Background: an optimization exercise with open tools, aiming at small area, a short achievable clock period and few clock cycles. Do not read the settings as production practice. Only simulation tests tie the RTL to the original design; equivalence was not proved.

## flow/design.v (module list and top-level ports; edited modules follow where they fit)
// module gcn_sequencer: 28 lines
// module gcn_adjacency: 29 lines
// module gcn_aggregate: 291 lines
// module gcn_transform: 1140 lines
// module gcn_argmax: 46 lines
// module gcn_top: 65 lines
module gcn_top (
    input  logic                                      clk,
    input  logic                                      rst_n,
    input  logic                                      start,
    input  logic [6-1:0][3-1:0]    edge_src,
    input  logic [6-1:0][3-1:0]    edge_dst,
    input  logic [6-1:0][5-1:0]    feat_col,
    input  logic [3-1:0][5-1:0]  weight_row,
    output logic                                      feat_re,
    output logic [4-1:0]                    feat_addr,
    output logic [6-1:0][2-1:0]   y,
    output logic                                      done
);
  // ...
==> flow/run.sh <==
#!/bin/bash
# synth_recipe.tcl (not shown) runs the flow's synth.tcl, then flattens the netlist and writes it again
# the make line also repeats each setting of config.mk as NAME=value (left out here)
make -C /OpenROAD-flow-scripts/flow DESIGN_CONFIG=/design/flow/config.mk WORK_HOME=/design/flow/orfs CLKGATE_MAP_FILE= SYNTH_SCRIPT=/design/flow/synth_recipe.tcl finish
==> flow/config.mk <==
export PLATFORM = sky130hd
export DESIGN_NAME = gcn_top
export DESIGN_NICKNAME = gcn_top
export VERILOG_FILES = /design/flow/design.v
export SDC_FILE = /design/flow/constraint.sdc
export NUM_CORES = 4
export LEC_CHECK = 0
export CAP_MARGIN = 20
export CORE_MARGIN = 2
export CORE_UTILIZATION = 40
export SETUP_SLACK_MARGIN = 4.0
export SLEW_MARGIN = 20
==> flow/constraint.sdc <==
create_clock -name core_clock -period 7.5 [get_ports {clk}]
set_input_delay 1.5000 -clock core_clock [delete_from_list [all_inputs] [get_ports {clk}]]
set_output_delay 1.5000 -clock core_clock [all_outputs]
set_load 0.01 [all_outputs]
==> results.ini, run 1 <==
[setup_path]
critPathMaxFanout = 6
crit_buf_inv = 4
required_ps = 8020
path_cells = buf_12 > buf_16 > or2_4 > ha_4 > fa_2 > fa_1 > inv_1 > fa_1 > inv_2 > fa_2 > fa_2 > a21o_1 > a21oi_2 > nor2b_1 > o21ai_1 > nand2b_1
worstSetupEndpointType = flip-flop
max_stage_delay_ps = 490
r2r-start = i_seq.first_mac$_DFF_P_
r2r_end = i_xfm.pend[14]$_DFF_P_
cp.depth = 16

[grt]
use_met1_pct = 29.2
grt_max_degree = 31
use_met2_pct = 36.3
grt_pass1_wl_um = 184000

[clocking]
cts_tree = done

[timing]
drv_slew = 0
post-route-min-period_ps = 4020
tightest_slew_ps = 1140

[logic_synthesis]
ys_types = 74
synthXorXnorAreaFrac_pct = 5.76
synthAdderAreaFrac_pct = 41.5
synth.area.mux_share_pct = 0.191

[layout]
syn_to_final_growth_pct = 19.9
seq_share_pct = 14.6
multi_input_comb_cells = 3267
largest_register_ffs = 216
multi_input_area_share_pct = 65.8
final-instance-count-excl-fill = 6127
seq_cell_count = 340

[worst_hold_path]
hp-start = i_argmax.done$_DFFE_PN0P_
min_delay_path_depth = 2

[route]
top_layer = met5
drtPass1Iterations = 5
vias = 31286

[floorplan]
core_area_mm2 = 0.102
die_w_um = 325

[outcome]
status = finished clean

[placed_design]
post-dp-hpwl_um = 79200

Testbench counts, summed over its fixed seeds: cycles 7,680.
==> run 2, diff against run 1 <==
--- a/flow/config.mk
+++ b/flow/config.mk
@@ -8,5 +8,4 @@
 export CAP_MARGIN = 20
 export CORE_MARGIN = 2
 export CORE_UTILIZATION = 40
-export SETUP_SLACK_MARGIN = 4.0
 export SLEW_MARGIN = 20
==> run 2 against run 1 <==
  * Still clean
  * Wire length down 13%
  * Critical endpoint is now i_xfm.acc[155]$_DFF_P_
  * Critical path depth down 1
  * Global-route usage down 2.3 points
  * Register-to-register slack got worse by 710 ps
  * Sequential cell count is the same
  * Sequential share of layout area is 1.3 points higher
  * Core utilization decreased by 4.3 points
==> results.ini, run 2 <==
[outcome]
status = finished clean

[placed_design]
placed_area_mm2 = 0.0435
post-place-ws_ps = 2260
io_buffers = 100
place.gp.congestion = 0.905
post-dp-hpwl_um = 77600  ; -1.9%

[clocking]
clk_latency_ps = 610
clkSinkCount = 340
cts_tree = done
clock-root-buffer = clkbuf_16
cts-resized-gates = 0
post-cts-setup-buffers = 0
cts_max_path_buffers = 3
hold_buffers = 0
numCtsBuffers = 46
h-tree-depth = 2
clk_pin_slew_ps = 60

[logic_synthesis]
syn_inst = 4524
synth_common_cells = inv_1, fa_1, nand2_1, ha_1, and2_1
ys_types = 74  ; unchanged
ys_seq_area_share_pct = 17.3
syn_area_mm2 = 0.0413
synth_area_leader_cell = fa_1
synth-main-ff-cell = dfxtp_1
synth_top_area_share_pct = 28.6
ys_seq_elements = 340
ys_warn_count = 5
async_reset_ff_share_pct = 1.76
synth_most_common_cell = inv_1
synth_area_per_cell_um2 = 9.14
ys_top_cells_by_area = fa_1, dfxtp_1, ha_1, inv_1, and2_1
synth_edf_count = 33
syn-num-nets = 5626

[floorplan]
die_w_um = 325  ; unchanged
row_count = 117
core_area_mm2 = 0.102  ; unchanged
ioPinCount = 102
die_height_um = 325
fp.dieArea_mm2 = 0.106
floorplan.initialDensity_pct = 40.5

[setup_path]
required_ps = 8040  ; +20 ps
worstRegToRegCells = 15
cp_slowest_cell = dfxtp_2
critPathMaxFanout = 37  ; +31
critPathLaunchType = flip-flop
worstSetupEndpointType = flip-flop
path_cells = buf_4 > nand2_1 > fa_1 > inv_1 > fa_1 > fa_1 > inv_1 > fa_1 > inv_1 > ha_1 > nor2b_1 > o21ai_0 > a21boi_0 > or4_1 > nand3_1
max_stage_delay_ps = 560  ; +70 ps
path_common_cell = fa_1
worst-setup-path-type = reg2reg
cp.depth = 15  ; -1
crit_buf_inv = 4  ; unchanged
crit_family = adder cells
crit_arrival_ps = 5270

[layout]
final_common_cell = inv_1
fin_util_pct = 44.2
finalNetCount = 5617
final_cell_mix = inv_1, fa_1, nand2_1
biggestRegsByFlops = i_xfm.acc: 216 flops, i_agg.agg_sum: 48 flops, i_xfm.pend: 24 flops
syn_to_final_growth_pct = 9.21
layout-drive-gt1-share_pct = 4.57
fillCellCount = 10123
fin_area_mm2 = 0.0451
largest_register = i_xfm.acc
largest_register_ffs = 216  ; unchanged
antenna_cells = 0

[timing]
timing.final.ws_setup_ps = 2780
relSlewSlack_pct = 28.4
hold_violations = 0
post-route-min-period_ps = 4720  ; +708 ps
fin_worst_skew_ps = 29.0
setup_tns_ps = 0
rsz0062_at_grt = no
min_period_over_period_pct = 63.0
tightest_slew_ps = 1070  ; -71.0 ps
max_freq_mhz = 212
setup_viol = 0
drv_slew = 0  ; unchanged

[route]
wl_per_cell_um = 17.0
postRouteWirelength_um = 101000
drt_iter0_markers = 1640
drcViolationCount = 0
vias_per_cell = 5.04
vias = 29839  ; -4.6%
antenna_left = 0
drtPass1Iterations = 5  ; unchanged

[grt]
antenna_found_initial = 3
grt_pass1_wl_um = 169000  ; -8.3%
grt.overflow.total = 0
grt_pass1_vias = 32102
grt_max_degree = 124  ; +300%
groute.usage.overall_pct = 19.7

[worst_hold_path]
min_delay_path_depth = 2  ; unchanged
hp-class = reg2reg

[job]
cap_viol_max_count = 0

run 2: cell counts after synthesis:
Identical to the previous run, type by type.
run 2: final timing paths:
path                                      startpoint                   endpoint  slack, ps
setup reg to reg              i_agg.wdiff[1]$_DFF_P_     i_xfm.acc[155]$_DFF_P_       2780
setup / recovery              i_agg.wdiff[1]$_DFF_P_     i_xfm.acc[155]$_DFF_P_       2780
hold reg to reg            i_argmax.done$_DFFE_PN0P_  i_argmax.done$_DFFE_PN0P_        510
min in group asynchronous                      rst_n  i_argmax.done$_DFFE_PN0P_       1150
max in group asynchronous                      rst_n   i_seq.cnt[4]$_DFFE_PN0P_       6120
hold / removal             i_argmax.done$_DFFE_PN0P_  i_argmax.done$_DFFE_PN0P_        510
run 2: layout make-up:
cell class / instances / area [um2] / area share [%]
inverters: 740 / 2780 / 6.15
well taps: 1368 / 1710 / 3.79
clock inverters: 23 / 249 / 0.552
flip-flops and latches: 340 / 7190 / 15.9
clock buffers: 63 / 1360 / 3.01
multi-input cells: 3267 / 30700 / 68.0
repair buffers: 120 / 1180 / 2.61
run 2: routing by layer:
metal / track usage (%) / share of wire, % / vias to the layer above
met1: 26.8 / 46 / 14815
met4: 5.41 / 2.6 / 0
met2: 32.6 / 46 / 670
met5: 0 / 0 / -
met3: 3.06 / 5.0 / 168
li1: - / - / 14186
run 2: metrics by stage:
| step | hold slack, ps | std cells |
|---|---|---|
| after floorplan | 478 | 4524 |
| after global placement | 489 | 5835 |
| after detailed placement | 497 | 5835 |
| after CTS | 516 | 5921 |
| after global routing | 536 | 5921 |
| final | 508 | 5921 |
run 2: logic make-up after synthesis:
kind of cell	Yosys count	share of synthesized area [%]
xor+xnor	272	5.76
simple gates	1497	19.4
other cells	1	0.00907
mux	7	0.191
flops	340	17.3
buf+inv	917	8.43
compound gates	472	7.34
fa+ha+maj	1018	41.5
run 2: worst register-to-register path, cell delays in order, from the launching register on:
cell and delay (ps):
dfxtp_2 560, buf_4 510, nand2_1 170, fa_1 510, inv_1 50, fa_1 390, fa_1 500, inv_1 50
fa_1 470, inv_1 70, ha_1 280, nor2b_1 120, o21ai_0 250, a21boi_0 210, or4_1 430, nand3_1 100

==> afterwards: timing with drivers on the ports <==
No port has a modelled driver above. Below, the same layouts with a new extraction and two added sets of constraints.
Step 1: set_driving_cell puts a clkbuf_16 on clk and a buf_2 on each other input, an assumption about the parent block.
Step 2 moves the port delays by t, midway between the first and last clock arrival at a register: inputs arrive t later, outputs are due t later. That takes back most of the time a late clock gives input paths.
Slacks: ideal ports / drivers / drivers and shift; pairs: ideal ports / drivers.
run | shift t [ns] | setup slack, ns | worst setup path at the end | pins driven straight from the clock port
run 1 | 0.673 | 3.484 / 3.484 / 2.988 | input to register | 1
run 2 | 0.668 | 2.776 / 2.776 / 2.235 | input to register | 1
After both steps setup and hold are still met in every run listed. The setup slack of run 2, which loses most, moves by 0.000 ns with the drivers and by -0.541 ns with both steps.
